Background: an optimization exercise with open tools, aiming at small area. Do not read the settings as production practice. The RTL was checked by simulation tests, not by an equivalence proof against the original design. Power and IR drop assume default switching activity.

===== design.v =====
module datapath_unit (
  input  logic       i_clk,
  input  logic       i_rst,
  input  logic       i_load_ar,
  input  logic       i_load_pc,
  input  logic       i_load_dr,
  input  logic       i_load_ac,
  input  logic       i_load_ir,
  input  logic       i_load_tr,
  input  logic       i_clear_ar,
  input  logic       i_clear_pc,
  input  logic       i_clear_dr,
  input  logic       i_clear_ac,
  input  logic       i_clear_tr,
  input  logic       i_inc_ar,
  input  logic       i_inc_pc,
  input  logic       i_inc_dr,
  input  logic       i_inc_ac,
  input  logic       i_inc_tr,
  input  logic       i_seq_counter_reset,
  input  logic       i_memory_read,
  input  logic       i_memory_write,
  input  logic [2:0] i_bus_selectors,
  input  logic       i_alu_enable,
  input  logic [2:0] i_alu_mode,
  input  logic       i_prog_we,
  input  logic [7:0] i_prog_addr,
  input  logic [7:0] i_prog_data,
  output logic [7:0] o_t,
  output logic [7:0] o_ir,
  output logic [7:0] o_ac,
  output logic [7:0] o_pc,
  output logic [7:0] o_ar,
  output logic [7:0] o_dr,
  output logic       o_e,
  output logic [7:0] o_bus
);
  logic [7:0]    r_ar;
  logic [7:0]    r_pc;
  logic [7:0]    r_dr;
  logic [7:0]    r_ac;
  logic [7:0]    r_ir;
  logic [7:0]    r_tr;
  logic          r_e;
  logic [7:0]    r_t;
  logic          r_ph;
  logic [2047:0] r_mem;    
  logic [15:0] w_rlo_n, w_rhi_n;
  logic [7:0]  w_mem_rdata;
  dpu_dec4_n u_rlo (.i_a(r_ar[3:0]), .i_en(1'b1), .o_y_n(w_rlo_n));
  dpu_dec4_n u_rhi (.i_a(r_ar[7:4]), .i_en(1'b1), .o_y_n(w_rhi_n));
  for (genvar b = 0; b < 8; b++) begin : g_rbit
    logic [15:0] w_zero;    
    for (genvar i = 0; i < 16; i++) begin : g_grp
      logic [7:0] w_u;
      for (genvar k = 0; k < 8; k++) begin : g_pair
        dpu_o22ai u_l1 (
          .i_a1(w_rlo_n[2*k]),   .i_a2(r_mem[8*(16*i+2*k)+b]),
          .i_b1(w_rlo_n[2*k+1]), .i_b2(r_mem[8*(16*i+2*k+1)+b]),
          .o_y (w_u[k])
        );
      end
      dpu_rd_group u_l23 (.i_u(w_u), .i_hi_n(w_rhi_n[i]), .o_zero(w_zero[i]));
    end
    dpu_rd_final u_l4 (.i_zero(w_zero), .i_ph(r_ph), .o_data(w_mem_rdata[b]));
  end
  logic [7:0] w_bus;
  always_comb begin
    case (i_bus_selectors)
      3'd1:    w_bus = r_ar;
      3'd2:    w_bus = r_pc;
      3'd3:    w_bus = r_dr;
      3'd4:    w_bus = r_ac;
      3'd5:    w_bus = r_ir;
      3'd6:    w_bus = r_tr;
      3'd7:    w_bus = i_memory_read ? w_mem_rdata : 8'h00;
      default: w_bus = 8'h00;
    endcase
  end
  logic [8:0] w_sum;
  logic [7:0] w_alu_ac;
  logic       w_alu_e;
  logic       w_sub;
  assign w_sub = (i_alu_mode == 3'b001);
  assign w_sum = {1'b0, r_ac} + {1'b0, r_dr ^ {8{w_sub}}} + {8'd0, w_sub};
  always_comb begin
    w_alu_ac = r_ac;
    w_alu_e  = r_e;
    case (i_alu_mode)
      3'b000, 3'b001: begin
        w_alu_ac = w_sum[7:0];
        w_alu_e  = w_sum[8];
      end
      3'b010:  w_alu_ac = r_ac & r_dr;
      3'b011:  w_alu_ac = r_ac | r_dr;
      3'b100:  w_alu_ac = r_ac ^ r_dr;
      3'b110:  w_alu_ac = ~r_ac;
      3'b111:  w_alu_ac = r_dr;
      default: w_alu_ac = r_ac;
    endcase
  end
  logic [7:0] w_ar_nxt, w_pc_nxt, w_dr_nxt, w_tr_nxt;
  dpu_reg8 u_ar (.i_q(r_ar), .i_bus(w_bus), .i_kill(i_rst | i_clear_ar), .i_load(i_load_ar),
                 .i_inc(i_inc_ar), .o_d(w_ar_nxt));
  dpu_reg8 u_pc (.i_q(r_pc), .i_bus(w_bus), .i_kill(i_rst | i_clear_pc), .i_load(i_load_pc),
                 .i_inc(i_inc_pc), .o_d(w_pc_nxt));
  dpu_reg8 u_dr (.i_q(r_dr), .i_bus(w_bus), .i_kill(i_rst | i_clear_dr), .i_load(i_load_dr),
                 .i_inc(i_inc_dr), .o_d(w_dr_nxt));
  dpu_reg8 u_tr (.i_q(r_tr), .i_bus(w_bus), .i_kill(i_rst | i_clear_tr), .i_load(i_load_tr),
                 .i_inc(i_inc_tr), .o_d(w_tr_nxt));
  always_ff @(posedge i_clk) begin
    r_ar <= w_ar_nxt;
    r_pc <= w_pc_nxt;
    r_dr <= w_dr_nxt;
    r_tr <= w_tr_nxt;
  end
  always_ff @(posedge i_clk) begin
    if (i_rst) begin
      r_ac <= 8'h00;
      r_ir <= 8'h00;
      r_e  <= 1'b0;
      r_t  <= 8'h01;
    end else begin
      if (i_load_ir) r_ir <= w_bus;
      if (i_clear_ac) begin
        r_ac <= 8'h00;
      end else if (i_load_ac) begin
        r_ac <= w_bus;
      end else if (i_alu_enable) begin
        r_ac <= w_alu_ac;
        r_e  <= w_alu_e;
      end else if (i_inc_ac) begin
        r_ac <= r_ac + 8'd1;
      end
      r_t <= i_seq_counter_reset ? 8'h01 : {r_t[6:0], r_t[7]};
    end
  end
  logic [7:0]   w_waddr;
  logic [7:0]   w_wdata;
  logic         w_we;
  logic [15:0]  w_whi;
  logic [255:0] w_wsel;
  assign w_waddr = i_rst ? i_prog_addr : r_ar;
  assign w_wdata = i_rst ? i_prog_data : w_bus;
  assign w_we    = i_rst ? i_prog_we   : i_memory_write;
  logic [15:0] w_whi_n, w_wlo_n;
  dpu_dec4_n u_wlo (.i_a(w_waddr[3:0]), .i_en(1'b1), .o_y_n(w_wlo_n));
  dpu_dec4_n u_whi (.i_a(w_waddr[7:4]), .i_en(w_we), .o_y_n(w_whi_n));
  assign w_whi = ~w_whi_n;
  for (genvar w = 0; w < 256; w++) begin : g_wsel
    dpu_nor2 u_sel (.i_a(w_whi_n[w / 16]), .i_b(w_wlo_n[w % 16]), .o_y(w_wsel[w]));
  end
  logic [7:0] w_wz_n;
  assign w_wz_n = ~(w_wdata ^ {8{r_ph}});
  logic [2047:0] w_mem_nxt;
  for (genvar i = 0; i < 16; i++) begin : g_row
    logic [7:0] w_rz;
    for (genvar b = 0; b < 8; b++) begin : g_rz
      dpu_nand2 u_rz (.i_a(w_whi[i]), .i_b(w_wz_n[b]), .o_y(w_rz[b]));
    end
    for (genvar j = 0; j < 16; j++) begin : g_word
      for (genvar b = 0; b < 8; b++) begin : g_bit
        dpu_o22ai u_nxt (
          .i_a1(r_mem[8*(16*i+j)+b]), .i_a2(w_wsel[16*i+j]),
          .i_b1(w_wlo_n[j]),          .i_b2(w_rz[b]),
          .o_y (w_mem_nxt[8*(16*i+j)+b])
        );
      end
    end
  end
  always_ff @(posedge i_clk) begin
    if (r_ph) r_ph <= 1'b0;
    else      r_ph <= 1'b1;
    for (int w = 0; w < 256; w++)
      r_mem[8*w +: 8] <= w_mem_nxt[8*w +: 8];
  end
  assign o_t   = r_t;
  assign o_ir  = r_ir;
  assign o_ac  = r_ac;
  assign o_pc  = r_pc;
  assign o_ar  = r_ar;
  assign o_dr  = r_dr;
  assign o_e   = r_e;
  assign o_bus = w_bus;
endmodule
module dpu_o22ai (
  input  logic i_a1,
  input  logic i_a2,
  input  logic i_b1,
  input  logic i_b2,
  output logic o_y
);
  assign o_y = ~((i_a1 | i_a2) & (i_b1 | i_b2));
endmodule
module dpu_rd_group (
  input  logic [7:0] i_u,
  input  logic       i_hi_n,
  output logic       o_zero
);
  logic w_v0, w_v1;
  assign w_v0   = ~|i_u[3:0];
  assign w_v1   = ~|i_u[7:4];
  assign o_zero = ~((w_v0 & w_v1) | i_hi_n);
endmodule
module dpu_rd_final (
  input  logic [15:0] i_zero,
  input  logic        i_ph,
  output logic        o_data
);
  assign o_data = ~|i_zero ^ i_ph;
endmodule
module dpu_dec4_n (
  input  logic [3:0]  i_a,
  input  logic        i_en,
  output logic [15:0] o_y_n
);
  always_comb begin
    for (int k = 0; k < 16; k++) o_y_n[k] = ~(i_en && (i_a == 4'(k)));
  end
endmodule
module dpu_reg8 (
  input  logic [7:0] i_q,
  input  logic [7:0] i_bus,
  input  logic       i_kill,
  input  logic       i_load,
  input  logic       i_inc,
  output logic [7:0] o_d
);
  logic [7:0] w_carry;
  logic       w_take_bus, w_take_inc;
  assign w_take_bus = i_load & ~i_kill;
  assign w_take_inc = ~i_load & ~i_kill;
  assign w_carry[0] = i_inc;
  for (genvar k = 1; k < 8; k++) begin : g_carry
    assign w_carry[k] = w_carry[k-1] & i_q[k-1];
  end
  assign o_d = ({8{w_take_bus}} & i_bus) | ({8{w_take_inc}} & (i_q ^ w_carry));
endmodule
module dpu_nor2 (
  input  logic i_a,
  input  logic i_b,
  output logic o_y
);
  assign o_y = ~(i_a | i_b);
endmodule
module dpu_nand2 (
  input  logic i_a,
  input  logic i_b,
  output logic o_y
);
  assign o_y = ~(i_a & i_b);
endmodule

===== flow/run.sh =====
#!/bin/bash
# The standard layout (standard.sh) with three changes:
#  - clock tree synthesis without dummy loads, clkbuf_16 only, larger sink clusters
#  - every port still gets a buffer, but a plain buf_2
#  - ABC's buffers are removed at floorplan; the resizer re-buffers what needs it
# All of ORFS's output goes to standard.log here and to ORFS's own logs under orfs/logs.
set -euo pipefail
bash standard.sh \
  "CTS_ARGS=-sink_clustering_enable -repair_clock_nets -dont_use_dummy_load -buf_list sky130_fd_sc_hd__clkbuf_16 -root_buf sky130_fd_sc_hd__clkbuf_16 -tree_buf sky130_fd_sc_hd__clkbuf_16 -sink_clustering_size 26 -sink_clustering_max_diameter 130" \
  "BUFFER_PORTS_ARGS=-buffer_cell sky130_fd_sc_hd__buf_2" \
  REMOVE_ABC_BUFFERS=1 \
  finish > standard.log 2>&1

===== standard.sh =====
#!/bin/bash
# synth_recipe.tcl (not shown) runs the flow's synth.tcl, then flattens the netlist and writes it again
# the make line also repeats each setting of config.mk as NAME=value (left out here)
make -C /OpenROAD-flow-scripts/flow DESIGN_CONFIG=/design/flow/config.mk WORK_HOME=/design/flow/orfs CLKGATE_MAP_FILE= SYNTH_SCRIPT=/design/flow/synth_recipe.tcl "${@:-finish}"

===== config.mk =====
export PLATFORM = sky130hd
export DESIGN_NAME = datapath_unit
export DESIGN_NICKNAME = datapath_unit
export VERILOG_FILES = /design/flow/design.v
export SDC_FILE = /design/flow/constraint.sdc
export NUM_CORES = 4
export LEC_CHECK = 0
export ABC_CLOCK_PERIOD_IN_PS = 8000
export CAP_MARGIN = 20
export CORE_MARGIN = 2
export CORE_UTILIZATION = 50
export SETUP_SLACK_MARGIN = 0.2
export SLEW_MARGIN = 20
export SYNTH_HIERARCHICAL = 1

===== constraint.sdc =====
create_clock -name core_clock -period 8.0 [get_ports {i_clk}]
set_input_delay 1.6000 -clock core_clock [delete_from_list [all_inputs] [get_ports {i_clk}]]
set_output_delay 1.6000 -clock core_clock [all_outputs]
set_load 0.01 [all_outputs]

==> results of run 1 <==
[worst paths after layout]
path	start	end	slack, ns	cells past startpoint
max	r_ar[2]	o_bus[5]	0.42	15
min	r_t[7]	r_t[0]	0.44	1
max reg2reg	r_ar[2]	r_mem[777]	0.83	20
min reg2reg	r_t[7]	r_t[0]	0.44	1
[per-stage QoR]
| stage | std cells | hold slack (ns) | util [%] | instance area, um^2 |
|---|---|---|---|---|
| finish | 8728 | 0.441 | 55.8 | 76800 |
| global route | 8726 | 0.458 | 55.8 | 76800 |
| CTS | 8716 | 0.451 | 55.6 | 76600 |
| detailed placement | 8626 | 0.427 | 53.9 | 74300 |
| global placement | 8626 | 0.429 | 53.9 | 74200 |
| floorplan | 6545 | 0.422 | - | 69300 |
[layer usage]
layer | vias up | part of all wire (%) | global-route usage, %
met5 | - | 0.012 | 0
met4 | 6 | 4.9 | 15.5
met3 | 619 | 9.6 | 7.56
met2 | 3348 | 44 | 53.6
met1 | 31800 | 41 | 48.9
li1 | 28100 | - | -
[worst reg2reg max path: stages (launching register included)]
cell and delay [ns]:
dfxtp_2 0.47, and3b_2 0.43, nand2_4 0.26, buf_16 0.35, buf_4 0.39, o22ai_1 0.11
nor4_1 0.37, a21oi_1 0.20, nor4_2 0.53, buf_4 0.24, nand4_1 0.31, xnor2_1 0.22
and2_1 0.17, mux4_2 0.47, o21ai_1 0.25, inv_1 0.25, mux2i_1 0.30, xnor2_2 0.41
buf_4 0.54, nand2_1 0.52, o22ai_1 0.29
[power groups by stage]
| stage | Combinational [mW] | Clock (mW) | Sequential (mW) |
|---|---|---|---|
| floorplan | 0.728 | 0 | 11.4 |
| global placement | 1.15 | 0 | 11.5 |
| detailed placement | 1.18 | 0 | 11.5 |
| CTS | 1.18 | 5.32 | 11.2 |
| global route | 1.29 | 5.66 | 11.3 |
| finish | 1.23 | 5.26 | 11.2 |
[repair_timing]
item                       4_1_cts  5_1_grt
pin swaps                        1        4
hold endpoints to repair         0        0
gates cloned                     0        2
gates resized for setup          7       19
buffers inserted                 0        8
setup endpoints to repair        3        3
[modules after synthesis, one instance, submodules excluded]
module | area [um^2] | times used
dpu_nor2 | 3.75 | 256
dpu_nand2 | 3.75 | 128
dpu_rd_final | 46.3 | 8
dpu_rd_group | 17.5 | 128
dpu_dec4_n | 123 | 4
datapath_unit | 44700 | 1
dpu_reg8 | 238 | 4
dpu_o22ai | 6.26 | 3072
[cell usage after synthesis, drive strengths merged, types with 15 or more instances]
cell    instances
xnor2          32
buf            16
nor4          291
mux2           15
inv            49
nand2         196
dfxtp        2106
a211oi         15
o21ai          17
mux2i          49
nor2          314
o22ai        3072
ha             54
a21oi         148
nand3          26
[area by class of cell]
cell class              instances  share of cell area (%)
flip-flops and latches       2106                    54.9
multi-input cells            4391                    35.8
repair buffers                295                    3.14
clock buffers                  90                    2.93
well taps                    1794                    2.92
inverters                      50                   0.244
diodes                          2                 0.00652
[registers in the layout, indices dropped and copies added (netlist names)]
register	count
r_ac	8
r_t	8
r_ph	1
r_dr	8
r_e	1
r_ar	8
r_tr	8
r_pc	8
r_mem	2048
r_ir	8
[cells by family after synthesis]
kind of cell    count (synthesis)
compound gates               3304
flops                        2106
simple gates                  918
buf+inv                        79
mux                            67
fa+ha+maj                      55
xor+xnor                       33
other cells                     1
[cell usage in the layout, fill, tap and decap left out, types with 12 or more instances in the layout]
cell type and instances:
nor4_1 274, dfxtp_1 2103, nand2_1 172, and2_1 12, nor4_2 16, buf_12 34
buf_2 101, clkbuf_16 90, mux2i_1 49, nor2_1 313, ha_1 54, mux2_2 15
conb_1 12, buf_4 159, xnor2_1 24, nand2_4 15, o22ai_1 3072, o21ai_0 15
nand3_1 17, a21oi_1 146, inv_1 47
==> flow_metrics.env, run 1 <==
export IMPL_status="finished clean"
export IMPL_synth_largest_area_cell="dfxtp_1"
export IMPL_overflow=0
export IMPL_clock_path_buffers=3
export IMPL_worstPathArrival_ns=5.98
export IMPL_relSlewSlack_pct=25.9
export IMPL_coreArea_um2=138000
export IMPL_avgSynthCellArea_um2=10.6
export IMPL_async_flop_share_pct=0
export IMPL_path_common_cell="buf_4"
export IMPL_cts_buffers=90
export IMPL_firstDrtPassIters=6
export IMPL_max_stage_delay_ns=0.55
export IMPL_finalPower_mw=17.7
export IMPL_fill_cells=12200
export IMPL_register_area_um2=42200
export IMPL_start_util_pct=50.5
export IMPL_grt_max_degree=82
export IMPL_synth_xor_xnor_area_share_pct=0.416
export IMPL_hpwl_um=170000
export IMPL_synth_top_family_by_area="compound AO/OA/AOI/OAI gates"
export IMPL_synthMuxAreaShare_pct=1.05
export IMPL_dpl_worst_slack_ns=0.570
export IMPL_cp_cell_sequence="and3b_2 > nand3_4 > buf_4 > o22ai_1 > nor4_1 > a21oi_1 > nor4_2 > buf_4 > nand4_1 > xnor2_1 > and2_1 > mux4_2 > a21oi_2 > inv_1 > buf_2"
export IMPL_vias_per_cell=7.32
export IMPL_combPwrFrac_pct=6.9
export IMPL_totalWireLength_um=264000
export IMPL_fin_ws_ns=0.416
export IMPL_cts_sinks=2106
export IMPL_dr_first_iter_drc_count=7366
export IMPL_maxSlewViolCount=0
export IMPL_portBuffers=101
export IMPL_p_int_mw=13.5
export IMPL_yosys_area_share_simple_pct=6.64
export IMPL_vias=63900
export IMPL_multi_input_area_um2=27500
export IMPL_pin_count=102
export IMPL_drive_gt1_share_pct=7.24
export IMPL_wire_per_inst_um=30.3
export IMPL_grt_pass1_vias=59400
export IMPL_worstPathBufferInverterCount=4
export IMPL_power_share_clock_pct=29.7
export IMPL_synthFlopType="dfxtp_1"
export IMPL_synthTopCellsByArea="dfxtp_1 (61%), o22ai_1 (28%), nor4_1 (2.5%)"
export IMPL_p_per_area_nw_per_um2=231
export IMPL_postRouteAntennaNets=0
export IMPL_setup_viol=0
export IMPL_layout_nets=7034
export IMPL_synth_compound_area_share_pct=29.7
export IMPL_rows=136
export IMPL_fmax_mhz=132
export IMPL_grt_first_pass_wirelength_um=388000
export IMPL_swShare_pct=24.0
export IMPL_worst_slew_pin_slew_ns=1.10
export IMPL_cts_hold_buf=0
export IMPL_grt_usage_pct=35.5
export IMPL_maxCapViolations=0
export IMPL_place_gp_congestion=0.912
export IMPL_clkTransAtPathRegs_ns=0.10
export IMPL_finalCritPeriodShare_pct=94.8
export IMPL_synth_cell_type_count=66
export IMPL_design_die_area_um2=142000
export IMPL_antenna_found_initial=4
export IMPL_die_y_um=377
export IMPL_cp_top_family="simple AND/OR/NAND/NOR gates"
export IMPL_p_sw_mw=4.24
export IMPL_end_kind="output port"
export IMPL_root_buffer="clkbuf_16"
export IMPL_final_min_clock_period_ns=7.58
export IMPL_tns_ns=0
export IMPL_cp_required_ns=6.40
export IMPL_ys_warn_count=8
export IMPL_p_leak_nw=28.1
export IMPL_drc_errors=0
export IMPL_yosysTopAreaCellShare_pct=60.7
export IMPL_skew_ns=0.0708
export IMPL_cts_tree="done"
export IMPL_die_x_um=377
export IMPL_synth_enable_flop_cells=0
export IMPL_syn_to_final_growth_pct=10.5
export IMPL_cts_max_level=3
export IMPL_syn_inst=6563
export IMPL_syn_cell_area_um2=69500
export IMPL_post_synth_fa_ha_maj_area_fraction_pct=1.00
export IMPL_clk_latency_ns=0.75
export IMPL_crit_slowest_cell="nor4_1"
export IMPL_peakVddDrop_uv=188
export IMPL_synth_seq_cells=2106
export IMPL_sequentialPowerShare_pct=63.4
export IMPL_hold_violations=0
export IMPL_worstSetupStartpointType="flip-flop"
export IMPL_rsz0062_at_grt="false"
export IMPL_min_path_type="reg -> reg"
export IMPL_worst_setup_path_type="reg -> out"
export IMPL_ys_seq_area_share_pct=60.7
export IMPL_cp_max_fo=11
==> run 2, diff against run 1 <==
--- a/design.v
+++ b/design.v
@@ -79,22 +79,19 @@
   end
+  logic       w_arith;      
+  logic [7:0] w_add_b;
+  logic       w_add_cin;
   logic [8:0] w_sum;
-  logic [7:0] w_alu_ac;
-  logic       w_alu_e;
-  logic       w_sub;
-  assign w_sub = (i_alu_mode == 3'b001);
-  assign w_sum = {1'b0, r_ac} + {1'b0, r_dr ^ {8{w_sub}}} + {8'd0, w_sub};
+  logic [7:0] w_logic;
+  assign w_arith   = (i_alu_mode[2:1] == 2'b00);
+  assign w_add_b   = {8{i_alu_enable & w_arith}} & (r_dr ^ {8{i_alu_mode[0]}});
+  assign w_add_cin = ~i_alu_enable | (i_alu_mode == 3'b001);
+  assign w_sum     = {1'b0, r_ac} + {1'b0, w_add_b} + {8'd0, w_add_cin};
   always_comb begin
-    w_alu_ac = r_ac;
-    w_alu_e  = r_e;
     case (i_alu_mode)
-      3'b000, 3'b001: begin
-        w_alu_ac = w_sum[7:0];
-        w_alu_e  = w_sum[8];
-      end
-      3'b010:  w_alu_ac = r_ac & r_dr;
-      3'b011:  w_alu_ac = r_ac | r_dr;
-      3'b100:  w_alu_ac = r_ac ^ r_dr;
-      3'b110:  w_alu_ac = ~r_ac;
-      3'b111:  w_alu_ac = r_dr;
-      default: w_alu_ac = r_ac;
+      3'b010:  w_logic = r_ac & r_dr;
+      3'b011:  w_logic = r_ac | r_dr;
+      3'b100:  w_logic = r_ac ^ r_dr;
+      3'b110:  w_logic = ~r_ac;
+      3'b111:  w_logic = r_dr;
+      default: w_logic = r_ac;
     endcase
@@ -129,6 +126,10 @@
       end else if (i_alu_enable) begin
-        r_ac <= w_alu_ac;
-        r_e  <= w_alu_e;
+        if (w_arith) begin
+          r_ac <= w_sum[7:0];
+          r_e  <= w_sum[8];
+        end else begin
+          r_ac <= w_logic;
+        end
       end else if (i_inc_ac) begin
-        r_ac <= r_ac + 8'd1;
+        r_ac <= w_sum[7:0];
       end
--- a/flow/run.sh
+++ b/flow/run.sh
@@ -1,3 +1,3 @@
 #!/bin/bash
-# The standard layout (standard.sh) with three changes:
+# The standard layout (standard.sh) with these changes:
 #  - clock tree synthesis without dummy loads, clkbuf_16 only, larger sink clusters
@@ -5,2 +5,3 @@
 #  - ABC's buffers are removed at floorplan; the resizer re-buffers what needs it
+#  - after global routing, cells with timing slack are sized down (RECOVER_POWER)
 # All of ORFS's output goes to standard.log here and to ORFS's own logs under orfs/logs.
@@ -11,2 +12,3 @@
   REMOVE_ABC_BUFFERS=1 \
+  RECOVER_POWER=100 \
   finish > standard.log 2>&1
--- a/config.mk
+++ b/config.mk
@@ -8,7 +8,7 @@
 export ABC_CLOCK_PERIOD_IN_PS = 8000
-export CAP_MARGIN = 20
+export CAP_MARGIN = 10
 export CORE_MARGIN = 2
-export CORE_UTILIZATION = 50
+export CORE_UTILIZATION = 70
 export SETUP_SLACK_MARGIN = 0.2
-export SLEW_MARGIN = 20
+export SLEW_MARGIN = 10
 export SYNTH_HIERARCHICAL = 1
==> run 2 against run 1 <==
  * Utilization increased by 21 points
  * Register-to-register slack got worse by 0.86 ns
  * Clock-buffer cell count unchanged
  * Clock power is 2% lower
  * Sequential power hardly changed
  * Largest cell class unchanged
  * Die area down 28%
  * Critical path type is now reg -> reg
  * Synthesized cell count down 0.11%
  * Now fails the layout checks on max-capacitance violations, max-slew violations, negative setup slack
  * Largest power group unchanged
  * First-iteration DRC count up 40%
  * Fmax decreased by 5.5%
==> flow_metrics.env, run 2 <==
export IMPL_synth_largest_area_cell="dfxtp_1"
export IMPL_synth_cell_type_count=77
export IMPL_min_path_type="reg -> reg"
export IMPL_grt_first_pass_wirelength_um=376000
export IMPL_async_flop_share_pct=0
export IMPL_sequentialPowerShare_pct=64.0
export IMPL_dpl_worst_slack_ns=0.770
export IMPL_swShare_pct=23.3
export IMPL_finalCritPeriodShare_pct=100
export IMPL_cts_tree="done"
export IMPL_combPwrFrac_pct=6.4
export IMPL_relSlewSlack_pct=-16.8
export IMPL_maxSlewViolCount=31
export IMPL_pin_count=102
export IMPL_maxCapViolations=1
export IMPL_dr_first_iter_drc_count=10300
export IMPL_grt_usage_pct=47.5
export IMPL_worstPathBufferInverterCount=2
export IMPL_rsz0062_at_grt="true"
export IMPL_setup_viol=6
export IMPL_worstSetupStartpointType="flip-flop"
export IMPL_vias_per_cell=8.13
export IMPL_syn_cell_area_um2=69400
export IMPL_clock_path_buffers=3
export IMPL_root_buffer="clkbuf_16"
export IMPL_design_die_area_um2=102000
export IMPL_post_route_util_pct=77.0
export IMPL_cp_required_ns=8.63
export IMPL_drive_gt1_share_pct=5.56
export IMPL_largest_register_ff_count=2048
export IMPL_synthFlopType="dfxtp_1"
export IMPL_p_leak_nw=27.8
export IMPL_power_share_clock_pct=29.6
export IMPL_finalPower_mw=17.5
export IMPL_top_register="r_mem"
export IMPL_yosysMostFrequentCell="o22ai_1"
export IMPL_totalWireLength_um=252000
export IMPL_drc_errors=0
export IMPL_crit_slowest_cell="nor4_1"
export IMPL_max_stage_delay_ns=1.16
export IMPL_skew_ns=0.0392
export IMPL_fin_ws_ns=-0.0284
export IMPL_synth_commonest_cells="o22ai_1 (3077), dfxtp_1 (2106), nor2_1 (314)"
export IMPL_grt_max_degree=100
export IMPL_avgSynthCellArea_um2=10.6
export IMPL_hold_violations=0
export IMPL_final_cell_mix="o22ai_1 (3077), dfxtp_1 (2106), nor2_1 (314)"
export IMPL_synthTopCellsByArea="dfxtp_1 (61%), o22ai_1 (28%), nor4_1 (2.6%)"
export IMPL_die_x_um=319
export IMPL_rows=115
export IMPL_worst_setup_path_type="reg -> reg"
export IMPL_layout_commonest_cell="o22ai_1"
export IMPL_final_min_clock_period_ns=8.03
export IMPL_p_sw_mw=4.07
export IMPL_layout_failed_checks="max-capacitance violations, max-slew violations, negative setup slack"
export IMPL_worst_slew_pin_slew_ns=1.75
export IMPL_synth_enable_flop_cells=0
export IMPL_overflow=0
export IMPL_antenna_found_initial=11
export IMPL_grt_pass1_vias=62500
export IMPL_synth_seq_cells=2106
export IMPL_p_int_mw=13.4
export IMPL_fill_cells=6815
export IMPL_cts_max_level=3
export IMPL_ys_warn_count=8
export IMPL_portBuffers=101
export IMPL_cp_cell_sequence="nor2_1 > nand2_4 > buf_12 > o22ai_1 > nor4_1 > a21oi_1 > nor4_1 > nand4_1 > xnor2_1 > nand2_1 > o21ai_0 > mux2i_1 > xnor2_2 > clkbuf_2 > nand2_1 > o22ai_1"
export IMPL_coreArea_um2=98300
export IMPL_status="failed layout checks"
export IMPL_p_per_area_nw_per_um2=231
export IMPL_ys_seq_area_share_pct=60.7
export IMPL_place_gp_congestion=0.963
export IMPL_cp_max_fo=21
export IMPL_syn_inst=6556
export IMPL_yosysTopAreaCellShare_pct=60.7
export IMPL_die_y_um=319
export IMPL_clk_latency_ns=0.73
export IMPL_postRouteAntennaNets=0
export IMPL_start_util_pct=70.6
export IMPL_vias=66500
export IMPL_end_kind="flip-flop"
export IMPL_syn_to_final_growth_pct=8.97
export IMPL_worstPathArrival_ns=8.66
export IMPL_hpwl_um=158000
export IMPL_cts_sinks=2106
export IMPL_wire_per_inst_um=30.8
export IMPL_cp_top_family="simple AND/OR/NAND/NOR gates"
export IMPL_layout_nets=6987
export IMPL_fmax_mhz=125
export IMPL_peakVddDrop_uv=219
export IMPL_clkTransAtPathRegs_ns=0.10
export IMPL_cts_buffers=90
export IMPL_firstDrtPassIters=14
## run 2: path summary, 6_finish.rpt
path          startpoint           to  slack (ns)  cells after the start
min reg2reg  r_mem[1980]  r_mem[1980]        0.45                      1
min          r_mem[1980]  r_mem[1980]        0.45                      1
max reg2reg      r_ar[3]    r_mem[24]       -0.03                     16
max              r_ar[3]    r_mem[24]       -0.03                     16
## run 2: repair_timing
action,CTS,global route
gates resized for setup,1,3
endpoints found under the setup margin,1,2
hold buffers,0,0
setup buffers,0,0
## run 2: per-layer routing
metal | global-route usage (%) | vias to the layer above | share of wire (%)
li1 | - | 28000 | -
met4 | 31.2 | 12 | 7.9
met1 | 61.5 | 31600 | 36
met2 | 69.1 | 5480 | 42
met5 | 0 | - | 0.027
met3 | 14.4 | 1374 | 15
## run 2: through the flow
step	cell area, um^2	instances	hold WS, ns	TNS, ns
6_report	75600	8180	0.447	-0.0946
5_1_grt	75600	8175	0.456	0
4_1_cts	75700	8174	0.450	0
3_5_place_dp	73500	8084	0.427	0
3_3_place_gp	73500	8084	0.417	0
2_1_floorplan	69300	6538	0.422	0
## run 2: Yosys stat by module (local to each module, per instance)
module         times used  flops+latches
datapath_unit           1           2106
dpu_dec4_n              4              0
dpu_nand2             128              0
dpu_nor2              256              0
dpu_o22ai            3072              0
dpu_rd_final            8              0
dpu_rd_group          128              0
dpu_reg8                4              0
## run 2: power by group through the flow
stage          logic [mW]  clock network [mW]  registers (mW)
2_1_floorplan       0.670                   0            11.3
3_3_place_gp         1.02                   0            11.4
3_5_place_dp         1.06                   0            11.4
4_1_cts              1.06                5.13            11.2
5_1_grt              1.15                5.48            11.2
6_report             1.11                5.16            11.2
## run 2: layout make-up
| cell class | instances | area, um^2 | share of cell area (%) |
|---|---|---|---|
| Antenna cell | 6 | 15.0 | 0.0199 |
| Multi-Input combinational cell | 4383 | 27300 | 36.1 |
| Tap cell | 1287 | 1610 | 2.13 |
| Timing Repair Buffer | 259 | 2110 | 2.79 |
| Clock buffer | 90 | 2250 | 2.98 |
| Sequential cell | 2106 | 42200 | 55.7 |
| Inverter | 49 | 184 | 0.243 |
## run 2: cell families (layout without fill, tap and decap cells)
| logic type | Yosys count | in the layout | share of synthesized area (%) |
|---|---|---|---|
| other | 1 | 18 | 0.00540 |
| xor gates and xnor gates | 30 | 30 | 0.379 |
| buffers and inverters | 78 | 398 | 0.492 |
| and+or+nand+nor | 909 | 909 | 6.55 |
| muxes | 70 | 70 | 1.11 |
| adders and majority gates | 53 | 53 | 0.977 |
| DFF | 2106 | 2106 | 60.7 |
| AOI/OAI and AO/OA | 3309 | 3309 | 29.7 |
## run 2: worst reg2reg max path, delay by kind of cell, from the launching register on
family                    cells  cell delay (ns)
AOI/OAI and AO/OA             4             1.30
xor gates and xnor gates      2             0.36
buffers and inverters         2             1.24
DFF                           1             0.69
muxes                         1             0.44
and+or+nand+nor               7             3.94
==> run 3, diff against run 2 <==
--- a/design.v
+++ b/design.v
@@ -67,13 +67,13 @@
   logic [7:0] w_bus;
+  logic [6:0] w_bus_sel;
   always_comb begin
-    case (i_bus_selectors)
-      3'd1:    w_bus = r_ar;
-      3'd2:    w_bus = r_pc;
-      3'd3:    w_bus = r_dr;
-      3'd4:    w_bus = r_ac;
-      3'd5:    w_bus = r_ir;
-      3'd6:    w_bus = r_tr;
-      3'd7:    w_bus = i_memory_read ? w_mem_rdata : 8'h00;
-      default: w_bus = 8'h00;
-    endcase
+    for (int k = 1; k < 7; k++) w_bus_sel[k-1] = (i_bus_selectors == 3'(k));
+    w_bus_sel[6] = (i_bus_selectors == 3'd7) & i_memory_read;
+  end
+  for (genvar b = 0; b < 8; b++) begin : g_bus
+    dpu_bus_bit u_bus (
+      .i_sel(w_bus_sel),
+      .i_d  ({w_mem_rdata[b], r_tr[b], r_ir[b], r_ac[b], r_dr[b], r_pc[b], r_ar[b]}),
+      .o_y  (w_bus[b])
+    );
   end
@@ -87,3 +87,9 @@
   assign w_add_cin = ~i_alu_enable | (i_alu_mode == 3'b001);
-  assign w_sum     = {1'b0, r_ac} + {1'b0, w_add_b} + {8'd0, w_add_cin};
+  logic [8:0] w_add_c;
+  assign w_add_c[0] = w_add_cin;
+  for (genvar k = 0; k < 8; k++) begin : g_add
+    dpu_fa u_fa (.i_a(r_ac[k]), .i_b(w_add_b[k]), .i_c(w_add_c[k]), .o_s(w_sum[k]),
+                 .o_c(w_add_c[k+1]));
+  end
+  assign w_sum[8] = w_add_c[8];
   always_comb begin
@@ -229,3 +235,3 @@
 );
-  logic [7:0] w_carry;
+  logic [8:0] w_carry;
   logic       w_take_bus, w_take_inc;
@@ -234,6 +240,37 @@
   assign w_carry[0] = i_inc;
-  for (genvar k = 1; k < 8; k++) begin : g_carry
-    assign w_carry[k] = w_carry[k-1] & i_q[k-1];
-  end
-  assign o_d = ({8{w_take_bus}} & i_bus) | ({8{w_take_inc}} & (i_q ^ w_carry));
+  for (genvar k = 0; k < 8; k++) begin : g_bit
+    dpu_reg_bit u_bit (
+      .i_q(i_q[k]), .i_bus(i_bus[k]), .i_take_bus(w_take_bus), .i_take_inc(w_take_inc),
+      .i_c(w_carry[k]), .o_d(o_d[k]), .o_c(w_carry[k+1])
+    );
+  end
+endmodule
+module dpu_reg_bit (
+  input  logic i_q,
+  input  logic i_bus,
+  input  logic i_take_bus,
+  input  logic i_take_inc,
+  input  logic i_c,
+  output logic o_d,
+  output logic o_c
+);
+  logic w_s;
+  assign {o_c, w_s} = {1'b0, i_q} + {1'b0, i_c};
+  assign o_d = (i_take_bus & i_bus) | (i_take_inc & w_s);
+endmodule
+module dpu_bus_bit (
+  input  logic [6:0] i_sel,
+  input  logic [6:0] i_d,
+  output logic       o_y
+);
+  assign o_y = |(i_sel & i_d);
+endmodule
+module dpu_fa (
+  input  logic i_a,
+  input  logic i_b,
+  input  logic i_c,
+  output logic o_s,
+  output logic o_c
+);
+  assign {o_c, o_s} = {1'b0, i_a} + {1'b0, i_b} + {1'b0, i_c};
 endmodule
--- a/flow/run.sh
+++ b/flow/run.sh
@@ -1,3 +1,3 @@
 #!/bin/bash
-# The standard layout (standard.sh) with these changes:
+# The standard layout (standard.sh) with three changes:
 #  - clock tree synthesis without dummy loads, clkbuf_16 only, larger sink clusters
@@ -5,3 +5,2 @@
 #  - ABC's buffers are removed at floorplan; the resizer re-buffers what needs it
-#  - after global routing, cells with timing slack are sized down (RECOVER_POWER)
 # All of ORFS's output goes to standard.log here and to ORFS's own logs under orfs/logs.
@@ -12,3 +11,2 @@
   REMOVE_ABC_BUFFERS=1 \
-  RECOVER_POWER=100 \
   finish > standard.log 2>&1
--- a/config.mk
+++ b/config.mk
@@ -8,7 +8,7 @@
 export ABC_CLOCK_PERIOD_IN_PS = 8000
-export CAP_MARGIN = 10
+export CAP_MARGIN = 15
 export CORE_MARGIN = 2
-export CORE_UTILIZATION = 70
-export SETUP_SLACK_MARGIN = 0.2
-export SLEW_MARGIN = 10
+export CORE_UTILIZATION = 60
+export SETUP_SLACK_MARGIN = 0.3
+export SLEW_MARGIN = 15
 export SYNTH_HIERARCHICAL = 1
==> run 3 against run 2 <==
  * Now clean on timing, DRC and antenna
  * Global-route usage decreased by 7.4 points
  * Synthesized cell count decreased by 1.8%
  * Sequential cell count unchanged
  * Die area increased by 15%
  * Non-clock buffer count increased by 11
  * Clock power increased by 0.8%
  * Setup slack improved by 0.44 ns
  * Clock skew about the same
  * Clock-buffer cell count unchanged
  * Final cell count increased by 1.6%
  * Via count decreased by 5.1%
  * Final area decreased by 0.28%
  * Critical path type is now reg -> out
  * Critical endpoint is now o_bus[4]
  * Largest power group unchanged
==> flow_metrics.env, run 3 <==
export IMPL_min_path_type="reg -> reg"
export IMPL_setup_viol=0
export IMPL_finalCritPeriodShare_pct=94.8
export IMPL_p_leak_nw=27.8
export IMPL_synthTopCellsByArea="dfxtp_1 (61%), o22ai_1 (28%), nor4_1 (2.6%)"
export IMPL_synth_xor_xnor_area_share_pct=0.306
export IMPL_worstPathBufferInverterCount=3
export IMPL_maxCapViolations=0
export IMPL_r2r_setup_slack_ns=1.02
export IMPL_reg2reg_depth=17
export IMPL_cts_sinks=2106
export IMPL_hold_violations=0
export IMPL_synth_top_family_by_area="compound AO/OA/AOI/OAI gates"
export IMPL_clock_path_buffers=3
export IMPL_fmax_mhz=132
export IMPL_largest_register_ff_count=2048
export IMPL_totalWireLength_um=245000
export IMPL_syn_to_final_growth_pct=9.84
export IMPL_ys_warn_count=8
export IMPL_async_flop_share_pct=0
export IMPL_rows=124
export IMPL_synth_seq_cells=2106
export IMPL_post_synth_fa_ha_maj_area_fraction_pct=1.11
export IMPL_design_die_area_um2=117000
export IMPL_cp_required_ns=6.40
export IMPL_worstSetupStartpointType="flip-flop"
export IMPL_final_cell_mix="o22ai_1 (3079), dfxtp_1 (2106), nor2_1 (293)"
export IMPL_cts_max_level=3
export IMPL_postRouteAntennaNets=0
export IMPL_die_x_um=342
export IMPL_worstPathArrival_ns=5.98
export IMPL_cp_cell_sequence="nor2_1 > nand2_4 > buf_12 > buf_4 > o22ai_1 > nor4_1 > a21oi_1 > nor4_1 > nand4_1 > xnor2_1 > a22oi_1 > nand3_1 > buf_2"
export IMPL_r2r_start="r_ar[1]"
export IMPL_top_register="r_mem"
export IMPL_overflow=0
export IMPL_min_from="r_mem[491]"
export IMPL_drc_errors=0
export IMPL_vias=63100
export IMPL_syn_cell_area_um2=68700
export IMPL_layout_nets=6896
export IMPL_yosysMostFrequentCell="o22ai_1"
export IMPL_die_y_um=342
export IMPL_synthFlopType="dfxtp_1"
export IMPL_cts_buffers=90
export IMPL_rsz0062_at_grt="false"
export IMPL_grt_max_degree=115
export IMPL_clkTransAtPathRegs_ns=0.11
export IMPL_max_stage_delay_ns=1.09
export IMPL_start_util_pct=60.3
export IMPL_drive_gt1_share_pct=6.55
export IMPL_p_per_area_nw_per_um2=227
export IMPL_worst_setup_path_type="reg -> out"
export IMPL_worst_slew_pin_slew_ns=1.23
export IMPL_final_min_clock_period_ns=7.58
export IMPL_synth_cell_type_count=51
export IMPL_grt_first_pass_wirelength_um=364000
export IMPL_hold_slack_ns=0.447
export IMPL_fin_cells=8307
export IMPL_portBuffers=101
export IMPL_end_kind="output port"
export IMPL_hpwl_um=157000
export IMPL_synth_enable_flop_cells=0
export IMPL_ys_seq_area_share_pct=61.4
export IMPL_cts_setup_buffers=0
export IMPL_yosys_area_share_simple_pct=6.38
export IMPL_place_gp_congestion=0.922
export IMPL_synth_largest_area_cell="dfxtp_1"
export IMPL_whs_path_depth=1
export IMPL_path_common_cell="nor4_1"
export IMPL_coreArea_um2=114000
export IMPL_vias_per_cell=7.60
export IMPL_post_cts_resized=0
export IMPL_wire_per_inst_um=29.5
export IMPL_clk_latency_ns=0.73
export IMPL_synth_compound_area_share_pct=30.1
export IMPL_placedCellCount=8214
export IMPL_dr_first_iter_drc_count=7594
export IMPL_avgSynthCellArea_um2=10.7
export IMPL_cts_hold_buf=0
export IMPL_pin_count=102
export IMPL_grt_pass1_vias=58900
export IMPL_r2r_end="r_mem[1396]"
export IMPL_syn_inst=6436
export IMPL_yosysTopAreaCellShare_pct=61.4
export IMPL_root_buffer="clkbuf_16"
export IMPL_synthMuxAreaShare_pct=0.395
export IMPL_cp_max_fo=31
export IMPL_firstDrtPassIters=7
export IMPL_tns_ns=0
export IMPL_crit_slowest_cell="nor4_1"
export IMPL_status="finished clean"
export IMPL_post_route_util_pct=66.2
export IMPL_maxSlewViolCount=0
export IMPL_antenna_found_initial=2
export IMPL_cp_top_family="simple AND/OR/NAND/NOR gates"
export IMPL_skew_ns=0.0395
export IMPL_grt_usage_pct=40.1
export IMPL_crit_start="r_ar[1]"
export IMPL_peakVddDrop_uv=176
export IMPL_layout_commonest_cell="o22ai_1"
export IMPL_relSlewSlack_pct=17.0
export IMPL_hold_end="r_mem[491]"
export IMPL_synth_commonest_cells="o22ai_1 (3079), dfxtp_1 (2106), nor2_1 (293)"
export IMPL_cts_tree="done"
run 3: changes by cell type after synthesis, moves of 8 or more:
cell | previous run | this run
a221oi_1 | 10 | 0
inv_1 | 42 | 33
buf_2 | 12 | 4
mux2i_1 | 45 | 17
a21oi_1 | 150 | 128
a222oi_1 | 0 | 8
o211ai_1 | 8 | 0
mux2_1 | 8 | 0
nand2_1 | 199 | 190
a22oi_1 | 2 | 16
a22o_1 | 1 | 32
nor2_1 | 314 | 293
run 3: modules after synthesis, one instance, submodules excluded, a selection:
module        flops+latches  area (um^2)  cells  copies in the design
dpu_bus_bit               0         30.0      4                     8
dpu_dec4_n                0          123     23                     4
dpu_fa                    0         20.0      1                     8
dpu_nand2                 0         3.75      1                   128
dpu_nor2                  0         3.75      1                   256
dpu_o22ai                 0         6.26      1                  3072
dpu_rd_final              0         46.3      6                     8
dpu_rd_group              0         17.5      3                   128
dpu_reg8                  0         17.5      2                     4
dpu_reg_bit               0         21.3      2                    32
run 3: logic make-up after synthesis:
kind of cell / after synthesis
flip-flops: 2106
adder cells (fa/ha/maj): 56
multiplexers: 26
AO/OA/AOI/OAI: 3303
AND/OR/NAND/NOR: 872
buffers and inverters: 48
other: 1
XOR/XNOR: 24
run 3: worst max path at each step:
stage	to	cells past startpoint
after floorplan	r_mem[1104]	5
after global placement	r_mem[750]	18
after detailed placement	r_mem[704]	17
after CTS	o_bus[4]	13
after global routing	o_bus[4]	13
final	o_bus[4]	13
run 3: power breakdown:
group	switching, mW	internal, mW	leakage [nW]
clock network	3.18	2.02	1.11
registers	0.203	10.9	19.1
logic	0.516	0.356	7.52
run 3: final cells by class:
cell class              count  area [um^2]
repair buffers            270         2280
multi-input cells        4293        26700
fillers                  9233        38500
flip-flops and latches   2106        42200
clock buffers              90         2250
diodes                      2         5.00
well taps                1512         1890
inverters                  34          128
run 3: per-layer routing:
metal / GRT usage, % / vias up / wire [um]
met2: 61.3 / 3907 / 108000
li1: - / 27700 / -
met4: 19.6 / 4 / 13000
met5: 0 / - / 130
met3: 7.16 / 780 / 25700
met1: 55.0 / 30800 / 97900
run 3: per-stage QoR:
| stage | area, um^2 | power, mW | setup slack [ns] |
|---|---|---|---|
| finish | 75400 | 17.1 | 0.415 |
| floorplan | 68700 | 11.8 | 1.86 |
| global placement | 73200 | 12.1 | 1.25 |
| detailed placement | 73200 | 12.1 | 1.18 |
| global route | 75400 | 17.6 | 0.354 |
| CTS | 75400 | 17.1 | 0.505 |
==> run 4, diff against run 3 <==
--- a/config.mk
+++ b/config.mk
@@ -8,3 +8,3 @@
 export ABC_CLOCK_PERIOD_IN_PS = 8000
-export CAP_MARGIN = 15
+export CAP_MARGIN = 5
 export CORE_MARGIN = 2
@@ -12,3 +12,3 @@
 export SETUP_SLACK_MARGIN = 0.3
-export SLEW_MARGIN = 15
+export SLEW_MARGIN = 5
 export SYNTH_HIERARCHICAL = 1
==> run 4 against run 3 <==
  * Clock power is essentially flat
  * Combinational power is essentially flat
  * Synthesized area is the same
  * Via count grew 0.33%
  * Setup slack lost 0.025 ns
  * Routed wire length grew 0.36%
  * Fmax shrank 0.33%
  * Total power is essentially flat
  * Die area is the same
  * Highest routed layer unchanged
  * Clock-buffer cell count is the same
  * Sequential power is essentially flat
  * Utilization is essentially flat
==> flow_metrics.env, run 4 <==
export IMPL_status="finished clean"
export IMPL_pin_count=102
export IMPL_antennaDiodeCount=0
export IMPL_clkTransAtPathRegs_ns=0.11
export IMPL_async_flop_share_pct=0
export IMPL_firstDrtPassIters=8
export IMPL_worstPathArrival_ns=6.01
export IMPL_crit_start="r_ar[0]"
export IMPL_synth_seq_cells=2106
export IMPL_ys_warn_count=8
export IMPL_synthFlopType="dfxtp_1"
export IMPL_vias_per_cell=7.63
export IMPL_synth_largest_area_cell="dfxtp_1"
export IMPL_tns_ns=0
export IMPL_p_int_mw=13.2
export IMPL_skew_ns=0.0422
export IMPL_clock_path_buffers=3
export IMPL_post_route_util_pct=66.2
export IMPL_setup_viol=0
export IMPL_swShare_pct=22.8
export IMPL_place_area_um2=73200
export IMPL_largest_register_ff_count=2048
export IMPL_final_cell_mix="o22ai_1 (3079), dfxtp_1 (2106), nor2_1 (293)"
export IMPL_grt_first_pass_wirelength_um=365000
export IMPL_min_from="r_mem[1198]"
export IMPL_layout_commonest_cell="o22ai_1"
export IMPL_cts_tree="done"
export IMPL_cp_required_ns=6.40
export IMPL_peakVddDrop_uv=185
export IMPL_portBuffers=101
export IMPL_cp_max_fo=24
export IMPL_hold_violations=0
export IMPL_min_path_type="reg -> reg"
export IMPL_cts_max_level=3
export IMPL_yosysMostFrequentCell="o22ai_1"
export IMPL_worst_slew_pin_slew_ns=1.38
export IMPL_p_leak_nw=27.8
export IMPL_power_share_clock_pct=30.4
export IMPL_drive_gt1_share_pct=6.55
export IMPL_hold_slack_ns=0.447
export IMPL_syn_inst=6436
export IMPL_post_cts_resized=0
export IMPL_design_area_um2=75400
export IMPL_maxSlewViolCount=0
export IMPL_fill_cells=9198
export IMPL_cts_hold_buf=0
export IMPL_cts_buffers=90
export IMPL_ys_seq_area_share_pct=61.4
export IMPL_die_y_um=342
export IMPL_clk_latency_ns=0.73
export IMPL_fmax_mhz=131
export IMPL_grt_usage_pct=40.2
export IMPL_sequentialPowerShare_pct=64.5
export IMPL_syn_to_final_growth_pct=9.83
export IMPL_synth_enable_flop_cells=0
export IMPL_grt_max_degree=115
export IMPL_die_x_um=342
export IMPL_p_sw_mw=3.91
export IMPL_finalCritPeriodShare_pct=95.1
export IMPL_combPwrFrac_pct=5.1
export IMPL_grt_pass1_vias=59000
export IMPL_avgSynthCellArea_um2=10.7
export IMPL_root_buffer="clkbuf_16"
export IMPL_drc_errors=0
export IMPL_top_register="r_mem"
export IMPL_cts_setup_buffers=0
export IMPL_start_util_pct=60.3
export IMPL_worstSetupStartpointType="flip-flop"
export IMPL_rows=124
export IMPL_maxCapViolations=0
export IMPL_worst_setup_path_type="reg -> out"
export IMPL_r2r_start="r_ar[0]"
export IMPL_place_gp_congestion=0.922
export IMPL_relSlewSlack_pct=6.82
export IMPL_end_kind="output port"
export IMPL_overflow=0
export IMPL_cts_sinks=2106
export IMPL_synth_commonest_cells="o22ai_1 (3079), dfxtp_1 (2106), nor2_1 (293)"
export IMPL_rsz0062_at_grt="false"
export IMPL_yosysTopAreaCellShare_pct=61.4
export IMPL_multi_input_area_um2=26700
export IMPL_dr_first_iter_drc_count=7699
export IMPL_vias=63300
export IMPL_synth_cell_type_count=51
export IMPL_wire_per_inst_um=29.6
export IMPL_syn_cell_area_um2=68700
export IMPL_p_per_area_nw_per_um2=227
export IMPL_coreArea_um2=114000
export IMPL_synthTopCellsByArea="dfxtp_1 (61%), o22ai_1 (28%), nor4_1 (2.6%)"
export IMPL_antenna_found_initial=1
export IMPL_register_area_um2=42200
export IMPL_final_min_clock_period_ns=7.61
export IMPL_layout_nets=6896
export IMPL_postRouteAntennaNets=0
export IMPL_totalWireLength_um=246000
export IMPL_hpwl_um=157000
export IMPL_design_die_area_um2=117000
run 4: cell count changes in the layout (fill, tap and decap cells not counted), sizes merged:
cell	delta
diode	-2
run 4: worst paths after layout:
kind                      end  slack, ns  depth (start not counted)
setup / recovery     o_bus[6]       0.39                         14
hold / removal    r_mem[1198]       0.45                          1
setup reg to reg   r_mem[678]       0.61                         18
hold reg to reg   r_mem[1198]       0.45                          1
run 4: final cells by class:
| class | count | share of cell area [%] |
|---|---|---|
| Sequential cell | 2106 | 55.9 |
| Timing Repair Buffer | 270 | 3.02 |
| Clock buffer | 90 | 2.99 |
| Multi-Input combinational cell | 4293 | 35.4 |
| Tap cell | 1512 | 2.51 |
| Inverter | 34 | 0.169 |
run 4: Yosys stat by module (local to each module, per instance), a selection:
module,area [um^2],cells inside
datapath_unit,43800,2344
dpu_nand2,3.75,1
dpu_o22ai,6.26,1
dpu_bus_bit,30.0,4
dpu_dec4_n,123,23
dpu_reg8,17.5,2
dpu_nor2,3.75,1
dpu_rd_group,17.5,3
dpu_rd_final,46.3,6
run 4: worst max-delay path, stage by stage, from the launching register on:
cell and delay [ns]:
dfxtp_1 0.60, and3b_1 0.37, nand3_4 0.41, buf_12 0.31, buf_4 0.26, o22ai_1 0.12, nor4_1 0.42, a21oi_1 0.32
nor4_1 1.20, nand4_1 0.38, xnor2_1 0.22, a22oi_1 0.19, nand3_1 0.10, buf_4 0.20, buf_2 0.15
run 4: metal layers:
metal | part of all wire [%] | track usage (%) | up-vias
met4 | 5.2 | 19.0 | 2
met2 | 44 | 61.4 | 3960
met1 | 40 | 55.1 | 31000
met3 | 11 | 7.67 | 748
li1 | - | - | 27700
met5 | 0.0057 | 0 | -
run 4: through the flow:
| step | cells | total power [mW] | worst slack, ns |
|---|---|---|---|
| 5_1_grt | 8305 | 17.6 | 0.381 |
| 3_3_place_gp | 8214 | 12.1 | 1.25 |
| 6_report | 8305 | 17.1 | 0.390 |
| 4_1_cts | 8304 | 17.1 | 0.505 |
| 2_1_floorplan | 6433 | 11.8 | 1.86 |
| 3_5_place_dp | 8214 | 12.1 | 1.10 |
run 4: cells by family after synthesis:
group                      count (synthesis)  share of synthesized area, %
muxes                                     26                         0.395
xor gates and xnor gates                  24                         0.306
other                                      1                       0.00546
DFF                                     2106                          61.4
and+or+nand+nor                          872                          6.38
buffers and inverters                     48                         0.270
adders and majority gates                 56                          1.11
AOI/OAI and AO/OA                       3303                          30.1
run 4: power by group through the flow:
stage                     sequential [mW]  combinational (mW)  clock, mW
final                                11.1               0.874       5.21
after CTS                            11.1               0.843       5.23
after floorplan                      11.3               0.535          0
after detailed placement             11.3               0.844          0
after global placement               11.3               0.817          0
after global routing                 11.1               0.916       5.59
==> run 5, diff against run 4 <==
--- a/config.mk
+++ b/config.mk
@@ -8,7 +8,7 @@
 export ABC_CLOCK_PERIOD_IN_PS = 8000
-export CAP_MARGIN = 5
+export CAP_MARGIN = 10
 export CORE_MARGIN = 2
-export CORE_UTILIZATION = 60
-export SETUP_SLACK_MARGIN = 0.3
-export SLEW_MARGIN = 5
+export CORE_UTILIZATION = 70
+export SETUP_SLACK_MARGIN = 0.2
+export SLEW_MARGIN = 10
 export SYNTH_HIERARCHICAL = 1
==> run 5 against run 4 <==
  * The layout now fails its checks (negative setup slack)
  * Critical path type unchanged
  * Final area fell by 0.19%
  * Critical path depth fell by 2
  * Total power fell by 0.21%
  * Sequential share of layout area rose by 0.11 points
  * Via count rose by 3.9%
  * Non-clock buffer count rose by 10
  * Die area fell by 14%
  * Routed wire length rose by 2.2%
  * Clock-buffer cell count did not move
==> flow_metrics.env, run 5 <==
export IMPL_status="failed layout checks"
export IMPL_layout_failed_checks="negative setup slack"
export IMPL_design_area_um2=75300
export IMPL_swShare_pct=22.7
export IMPL_antenna_found_initial=8
export IMPL_p_leak_nw=27.8
export IMPL_ys_seq_area_share_pct=61.4
export IMPL_grt_pass1_vias=62200
export IMPL_postRouteAntennaNets=0
export IMPL_peakVddDrop_uv=208
export IMPL_min_from="r_mem[1614]"
export IMPL_fin_cells=8085
export IMPL_portBuffers=101
export IMPL_worstSetupStartpointType="flip-flop"
export IMPL_whs_path_depth=1
export IMPL_p_per_area_nw_per_um2=227
export IMPL_min_path_type="reg -> reg"
export IMPL_rsz0062_at_grt="true"
export IMPL_dr_first_iter_drc_count=10100
export IMPL_clkTransAtPathRegs_ns=0.11
export IMPL_worst_slew_pin_slew_ns=1.42
export IMPL_p_int_mw=13.2
export IMPL_synth_cell_type_count=51
export IMPL_end_kind="output port"
export IMPL_grt_usage_pct=47.8
export IMPL_post_route_util_pct=77.6
export IMPL_max_stage_delay_ns=0.84
export IMPL_clock_path_buffers=3
export IMPL_synth_largest_area_cell="dfxtp_1"
export IMPL_ys_warn_count=8
export IMPL_setup_viol=1
export IMPL_cts_max_level=3
export IMPL_synth_commonest_cells="o22ai_1 (3079), dfxtp_1 (2106), nor2_1 (293)"
export IMPL_worstPathBufferInverterCount=2
export IMPL_finalCritPeriodShare_pct=100
export IMPL_cp_cell_sequence="and2b_2 > nand2_4 > buf_4 > o22ai_1 > nor4_1 > a21oi_1 > nor4_1 > nand4_1 > xnor2_1 > a22oi_1 > nand3_1 > buf_2"
export IMPL_relSlewSlack_pct=4.88
export IMPL_drc_errors=0
export IMPL_fin_ws_ns=-0.0349
export IMPL_grt_first_pass_wirelength_um=370000
export IMPL_r2r_start="r_ar[1]"
export IMPL_avgSynthCellArea_um2=10.7
export IMPL_place_gp_congestion=0.955
export IMPL_hold_violations=0
export IMPL_grt_max_degree=114
export IMPL_hpwl_um=155000
export IMPL_cts_tree="done"
export IMPL_path_common_cell="nor4_1"
export IMPL_skew_ns=0.0466
export IMPL_place_area_um2=73000
export IMPL_cts_setup_buffers=0
export IMPL_async_flop_share_pct=0
export IMPL_final_min_clock_period_ns=8.03
export IMPL_power_share_clock_pct=30.2
export IMPL_yosysMostFrequentCell="o22ai_1"
export IMPL_fmax_mhz=124
export IMPL_yosysTopAreaCellShare_pct=61.4
export IMPL_final_cell_mix="o22ai_1 (3079), dfxtp_1 (2106), nor2_1 (293)"
export IMPL_synth_enable_flop_cells=0
export IMPL_clk_latency_ns=0.73
export IMPL_pin_count=102
export IMPL_root_buffer="clkbuf_16"
export IMPL_cp_top_family="simple AND/OR/NAND/NOR gates"
export IMPL_placedCellCount=7989
export IMPL_vias_per_cell=8.14
export IMPL_syn_inst=6436
export IMPL_combPwrFrac_pct=5.1
export IMPL_vias=65800
export IMPL_drive_gt1_share_pct=6.75
export IMPL_hold_slack_ns=0.447
export IMPL_die_y_um=317
export IMPL_crit_start="r_ar[1]"
export IMPL_maxCapViolations=0
export IMPL_syn_to_final_growth_pct=9.62
export IMPL_rows=114
export IMPL_top_register="r_mem"
export IMPL_sequentialPowerShare_pct=64.7
export IMPL_design_die_area_um2=101000
export IMPL_cp_required_ns=6.40
export IMPL_start_util_pct=70.8
export IMPL_wire_per_inst_um=31.1
export IMPL_multi_input_area_um2=26700
export IMPL_cp_depth=12
export IMPL_reg2reg_depth=16
export IMPL_worst_setup_path_type="reg -> out"
export IMPL_cts_sinks=2106
export IMPL_maxSlewViolCount=0
export IMPL_firstDrtPassIters=9
export IMPL_overflow=0
export IMPL_layout_nets=6906
export IMPL_totalWireLength_um=251000
export IMPL_p_sw_mw=3.88
export IMPL_synthFlopType="dfxtp_1"
export IMPL_crit_slowest_cell="nor4_1"
export IMPL_cts_buffers=90
export IMPL_largest_register_ff_count=2048
export IMPL_synthTopCellsByArea="dfxtp_1 (61%), o22ai_1 (28%), nor4_1 (2.6%)"
export IMPL_syn_cell_area_um2=68700
export IMPL_synth_seq_cells=2106
export IMPL_layout_commonest_cell="o22ai_1"
export IMPL_fill_cells=6701
export IMPL_die_x_um=317
export IMPL_worstPathArrival_ns=6.43
export IMPL_coreArea_um2=97000
export IMPL_register_area_um2=42200
export IMPL_cp_max_fo=31
run 5: cell type report:
| class | instances | area share [%] |
|---|---|---|
| sequential | 2106 | 56.0 |
| multi-input combinational | 4293 | 35.5 |
| timing repair buffer | 280 | 3.17 |
| clock buffer | 90 | 2.99 |
| tap | 1276 | 2.12 |
| inverter | 34 | 0.170 |
| antenna | 6 | 0.0199 |
run 5: cell families (layout without fill, tap and decap cells):
| kind of cell | count (synthesis) | count (layout) | synth area share (%) |
|---|---|---|---|
| muxes | 26 | 26 | 0.395 |
| DFF | 2106 | 2106 | 61.4 |
| other | 1 | 18 | 0.00546 |
| adders and majority gates | 56 | 56 | 1.11 |
| buffers and inverters | 48 | 404 | 0.270 |
| and+or+nand+nor | 872 | 872 | 6.38 |
| AOI/OAI and AO/OA | 3303 | 3303 | 30.1 |
| xor gates and xnor gates | 24 | 24 | 0.306 |
run 5: modules after synthesis, one instance, submodules excluded, a selection:
module / flip-flops and latches / cells
dpu_bus_bit: 0 / 4
dpu_rd_group: 0 / 3
datapath_unit: 2106 / 2344
dpu_dec4_n: 0 / 23
dpu_reg8: 0 / 2
dpu_o22ai: 0 / 1
run 5: layer usage:
layer  vias up  part of all wire (%)  track usage [%]  wire length, um
met4         8                   8.0             32.9            20100
met3      1380                    15             15.9            38700
met2      5492                    42             69.1           104000
met5         -                 0.021                0               53
met1     31200                    35             60.6            88100
li1      27700                     -                -                -
run 5: power by group through the flow:
stage / logic (mW) / clock network (mW) / registers [mW]
global placement: 0.799 / 0 / 11.3
detailed placement: 0.830 / 0 / 11.3
finish: 0.879 / 5.16 / 11.1
floorplan: 0.535 / 0 / 11.3
global route: 0.909 / 5.46 / 11.1
CTS: 0.831 / 5.12 / 11.1
run 5: metrics by stage:
stage | total power, mW | TNS, ns | setup slack, ns
after floorplan | 11.8 | 0 | 1.86
after global placement | 12.1 | 0 | 1.12
after detailed placement | 12.1 | 0 | 1.08
after CTS | 17.0 | 0 | 0.349
after global routing | 17.5 | 0 | 0.181
final | 17.1 | -0.0349 | -0.0349
run 5: what timing repair did:
| action | in CTS | in global routing |
|---|---|---|
| hold buffers | 0 | 0 |
| gates resized for setup | 0 | 5 |
| endpoints found under the setup margin | 0 | 4 |
run 5: worst paths after layout:
path | to | slack, ns
worst min register to register | r_mem[1614] | 0.45
worst max register to register | r_mem[807] | 0.49
worst min-delay path | r_mem[1614] | 0.45
worst max-delay path | o_bus[7] | -0.03
==> run 6, diff against run 5 <==
--- a/flow/run.sh
+++ b/flow/run.sh
@@ -8,3 +8,3 @@
 bash standard.sh \
-  "CTS_ARGS=-sink_clustering_enable -repair_clock_nets -dont_use_dummy_load -buf_list sky130_fd_sc_hd__clkbuf_16 -root_buf sky130_fd_sc_hd__clkbuf_16 -tree_buf sky130_fd_sc_hd__clkbuf_16 -sink_clustering_size 26 -sink_clustering_max_diameter 130" \
+  "CTS_ARGS=-sink_clustering_enable -repair_clock_nets -dont_use_dummy_load -buf_list sky130_fd_sc_hd__clkbuf_16 -root_buf sky130_fd_sc_hd__clkbuf_16 -tree_buf sky130_fd_sc_hd__clkbuf_16 -sink_clustering_size 28 -sink_clustering_max_diameter 140" \
   "BUFFER_PORTS_ARGS=-buffer_cell sky130_fd_sc_hd__buf_2" \
--- a/config.mk
+++ b/config.mk
@@ -10,4 +10,4 @@
 export CORE_MARGIN = 2
-export CORE_UTILIZATION = 70
-export SETUP_SLACK_MARGIN = 0.2
+export CORE_UTILIZATION = 60
+export SETUP_SLACK_MARGIN = 0.3
 export SLEW_MARGIN = 10
==> run 6 against run 5 <==
  * Now clean on timing, DRC and antenna
  * Synthesized area unchanged
  * Critical path depth unchanged
  * Non-clock buffer count down 10
  * Final area about the same
  * Clock-buffer cell count down 5
==> flow_metrics.env, run 6 <==
export IMPL_grt_max_degree=115
export IMPL_synth_xor_xnor_area_share_pct=0.306
export IMPL_die_y_um=342
export IMPL_syn_inst=6436
export IMPL_totalWireLength_um=245000
export IMPL_synth_compound_area_share_pct=30.1
export IMPL_vias=63000
export IMPL_yosysTopAreaCellShare_pct=61.4
export IMPL_status="finished clean"
export IMPL_dr_wl_met3_um=26300
export IMPL_hold_violations=0
export IMPL_synth_top_family_by_area="compound AO/OA/AOI/OAI gates"
export IMPL_p_leak_nw=27.7
export IMPL_multi_input_area_um2=26700
export IMPL_clkTransAtPathRegs_ns=0.11
export IMPL_fill_cells=9264
export IMPL_worst_slew_pin_slew_ns=1.19
export IMPL_cp_required_ns=6.40
export IMPL_design_die_area_um2=117000
export IMPL_grt_usage_pct=40.1
export IMPL_min_path_type="reg -> reg"
export IMPL_hpwl_um=157000
export IMPL_finalCritPeriodShare_pct=92.9
export IMPL_setup_viol=0
export IMPL_worstSetupStartpointType="flip-flop"
export IMPL_synth_cell_type_count=51
export IMPL_firstDrtPassIters=8
export IMPL_ys_warn_count=8
export IMPL_postRouteAntennaNets=0
export IMPL_p_per_area_nw_per_um2=226
export IMPL_r2r_setup_slack_ns=0.93
export IMPL_wire_per_inst_um=29.5
export IMPL_clock_path_buffers=3
export IMPL_synthMuxAreaShare_pct=0.395
export IMPL_worst_setup_path_type="reg -> out"
export IMPL_async_flop_share_pct=0
export IMPL_post_route_util_pct=66.1
export IMPL_maxCapViolations=0
export IMPL_relSlewSlack_pct=20.5
export IMPL_cts_tree="done"
export IMPL_antenna_found_initial=3
export IMPL_end_kind="output port"
export IMPL_clk_latency_ns=0.74
export IMPL_peakVddDrop_uv=181
export IMPL_dr_first_iter_drc_count=7636
export IMPL_avgSynthCellArea_um2=10.7
export IMPL_rows=124
export IMPL_pin_count=102
export IMPL_portBuffers=101
export IMPL_cp_max_fo=29
export IMPL_drc_errors=0
export IMPL_layout_commonest_cell="o22ai_1"
export IMPL_overflow=0
export IMPL_synth_largest_area_cell="dfxtp_1"
export IMPL_root_buffer="clkbuf_16"
export IMPL_cts_max_level=3
export IMPL_register_area_um2=42200
export IMPL_finalPower_mw=17.0
export IMPL_layout_nets=6891
export IMPL_routedLengthMet1_um=97200
export IMPL_grt_pass1_vias=58800
export IMPL_final_cell_mix="o22ai_1 (3079), dfxtp_1 (2106), nor2_1 (293)"
export IMPL_syn_to_final_growth_pct=9.66
export IMPL_top_layer="met5"
export IMPL_synthFlopType="dfxtp_1"
export IMPL_top_register="r_mem"
export IMPL_met2_length_um=109000
export IMPL_maxSlewViolCount=0
export IMPL_dpl_worst_slack_ns=1.18
export IMPL_synth_seq_cells=2106
export IMPL_post_cts_resized=0
export IMPL_tns_ns=0
export IMPL_worstPathArrival_ns=5.83
export IMPL_final_min_clock_period_ns=7.43
export IMPL_skew_ns=0.0619
export IMPL_post_synth_fa_ha_maj_area_fraction_pct=1.11
export IMPL_grt_first_pass_wirelength_um=364000
export IMPL_cts_hold_buf=0
export IMPL_fmax_mhz=135
export IMPL_vias_per_cell=7.59
export IMPL_place_area_um2=73200
export IMPL_coreArea_um2=114000
export IMPL_rsz0062_at_grt="false"
export IMPL_drive_gt1_share_pct=6.50
export IMPL_die_x_um=342
export IMPL_synth_enable_flop_cells=0
export IMPL_synthTopCellsByArea="dfxtp_1 (61%), o22ai_1 (28%), nor4_1 (2.6%)"
export IMPL_synth_commonest_cells="o22ai_1 (3079), dfxtp_1 (2106), nor2_1 (293)"
export IMPL_start_util_pct=60.3
export IMPL_syn_cell_area_um2=68700
export IMPL_place_gp_congestion=0.922
export IMPL_largest_register_ff_count=2048
export IMPL_cts_setup_buffers=0
export IMPL_cts_buffers=85
export IMPL_yosys_area_share_simple_pct=6.38
export IMPL_ys_seq_area_share_pct=61.4
export IMPL_antennaDiodeCount=0
export IMPL_yosysMostFrequentCell="o22ai_1"
export IMPL_cts_sinks=2106
export IMPL_fin_ws_ns=0.568
export IMPL_design_area_um2=75300
run 6: cell counts after synthesis:
No cell type changed its count.
run 6: logic make-up after synthesis:
logic type	Yosys count
compound gates	3303
mux	26
xor+xnor	24
buf+inv	48
other cells	1
flops	2106
simple gates	872
fa+ha+maj	56
run 6: layout make-up:
type | instances | share of cell area [%]
inverters | 34 | 0.169
well taps | 1512 | 2.51
repair buffers | 270 | 3.02
clock buffers | 85 | 2.82
flip-flops and latches | 2106 | 56.0
multi-input cells | 4293 | 35.5
run 6: metal layers:
layer / track usage [%] / vias up
li1: - / 27700
met1: 55.0 / 30700
met2: 61.5 / 3894
met3: 7.10 / 706
met4: 19.5 / 6
met5: 0 / -
run 6: per-stage QoR:
stage,cells,hold WS (ns)
6_report,8300,0.443
5_1_grt,8300,0.459
4_1_cts,8299,0.444
3_5_place_dp,8214,0.437
3_3_place_gp,8214,0.429
2_1_floorplan,6433,0.422
run 6: final timing paths:
check | startpoint | to | cells past startpoint
worst max-delay path | r_ar[1] | o_bus[2] | 12
worst min-delay path | r_mem[763] | r_mem[763] | 1
worst max register to register | r_ar[1] | r_mem[192] | 17
worst min register to register | r_mem[763] | r_mem[763] | 1
run 6: power by group:
part | total [mW] | switching (mW) | internal, mW
logic | 0.875 | 0.519 | 0.356
clock network | 5.08 | 3.16 | 1.92
registers | 11.1 | 0.204 | 10.9
run 6: modules after synthesis, one instance, submodules excluded:
module | cell area (um^2) | flip-flops and latches
datapath_unit | 43800 | 2106
dpu_dec4_n | 123 | 0
dpu_rd_final | 46.3 | 0
dpu_bus_bit | 30.0 | 0
dpu_reg_bit | 21.3 | 0
dpu_fa | 20.0 | 0
dpu_rd_group | 17.5 | 0
dpu_reg8 | 17.5 | 0
dpu_o22ai | 6.26 | 0
dpu_nand2 | 3.75 | 0
dpu_nor2 | 3.75 | 0
run 6: worst max-delay path, stage by stage (launching register included):
cell	delay [ns]
dfxtp_1	0.78
nor2_1	0.34
nand2_4	0.52
buf_4	0.31
o22ai_1	0.10
nor4_1	0.74
a21oi_1	0.26
nor4_2	0.53
nand4_1	0.37
xnor2_1	0.24
a22oi_1	0.19
nand3_1	0.41
buf_2	0.30

Re-timed with assumed drivers on the ports (clkbuf_16 on the clock, buf_2 on other inputs), run 6 has 0.493 ns of setup slack against 0.568 ns with ideal ports, and 0.931 ns once port delays also move by the mid clock arrival of 0.782 ns.
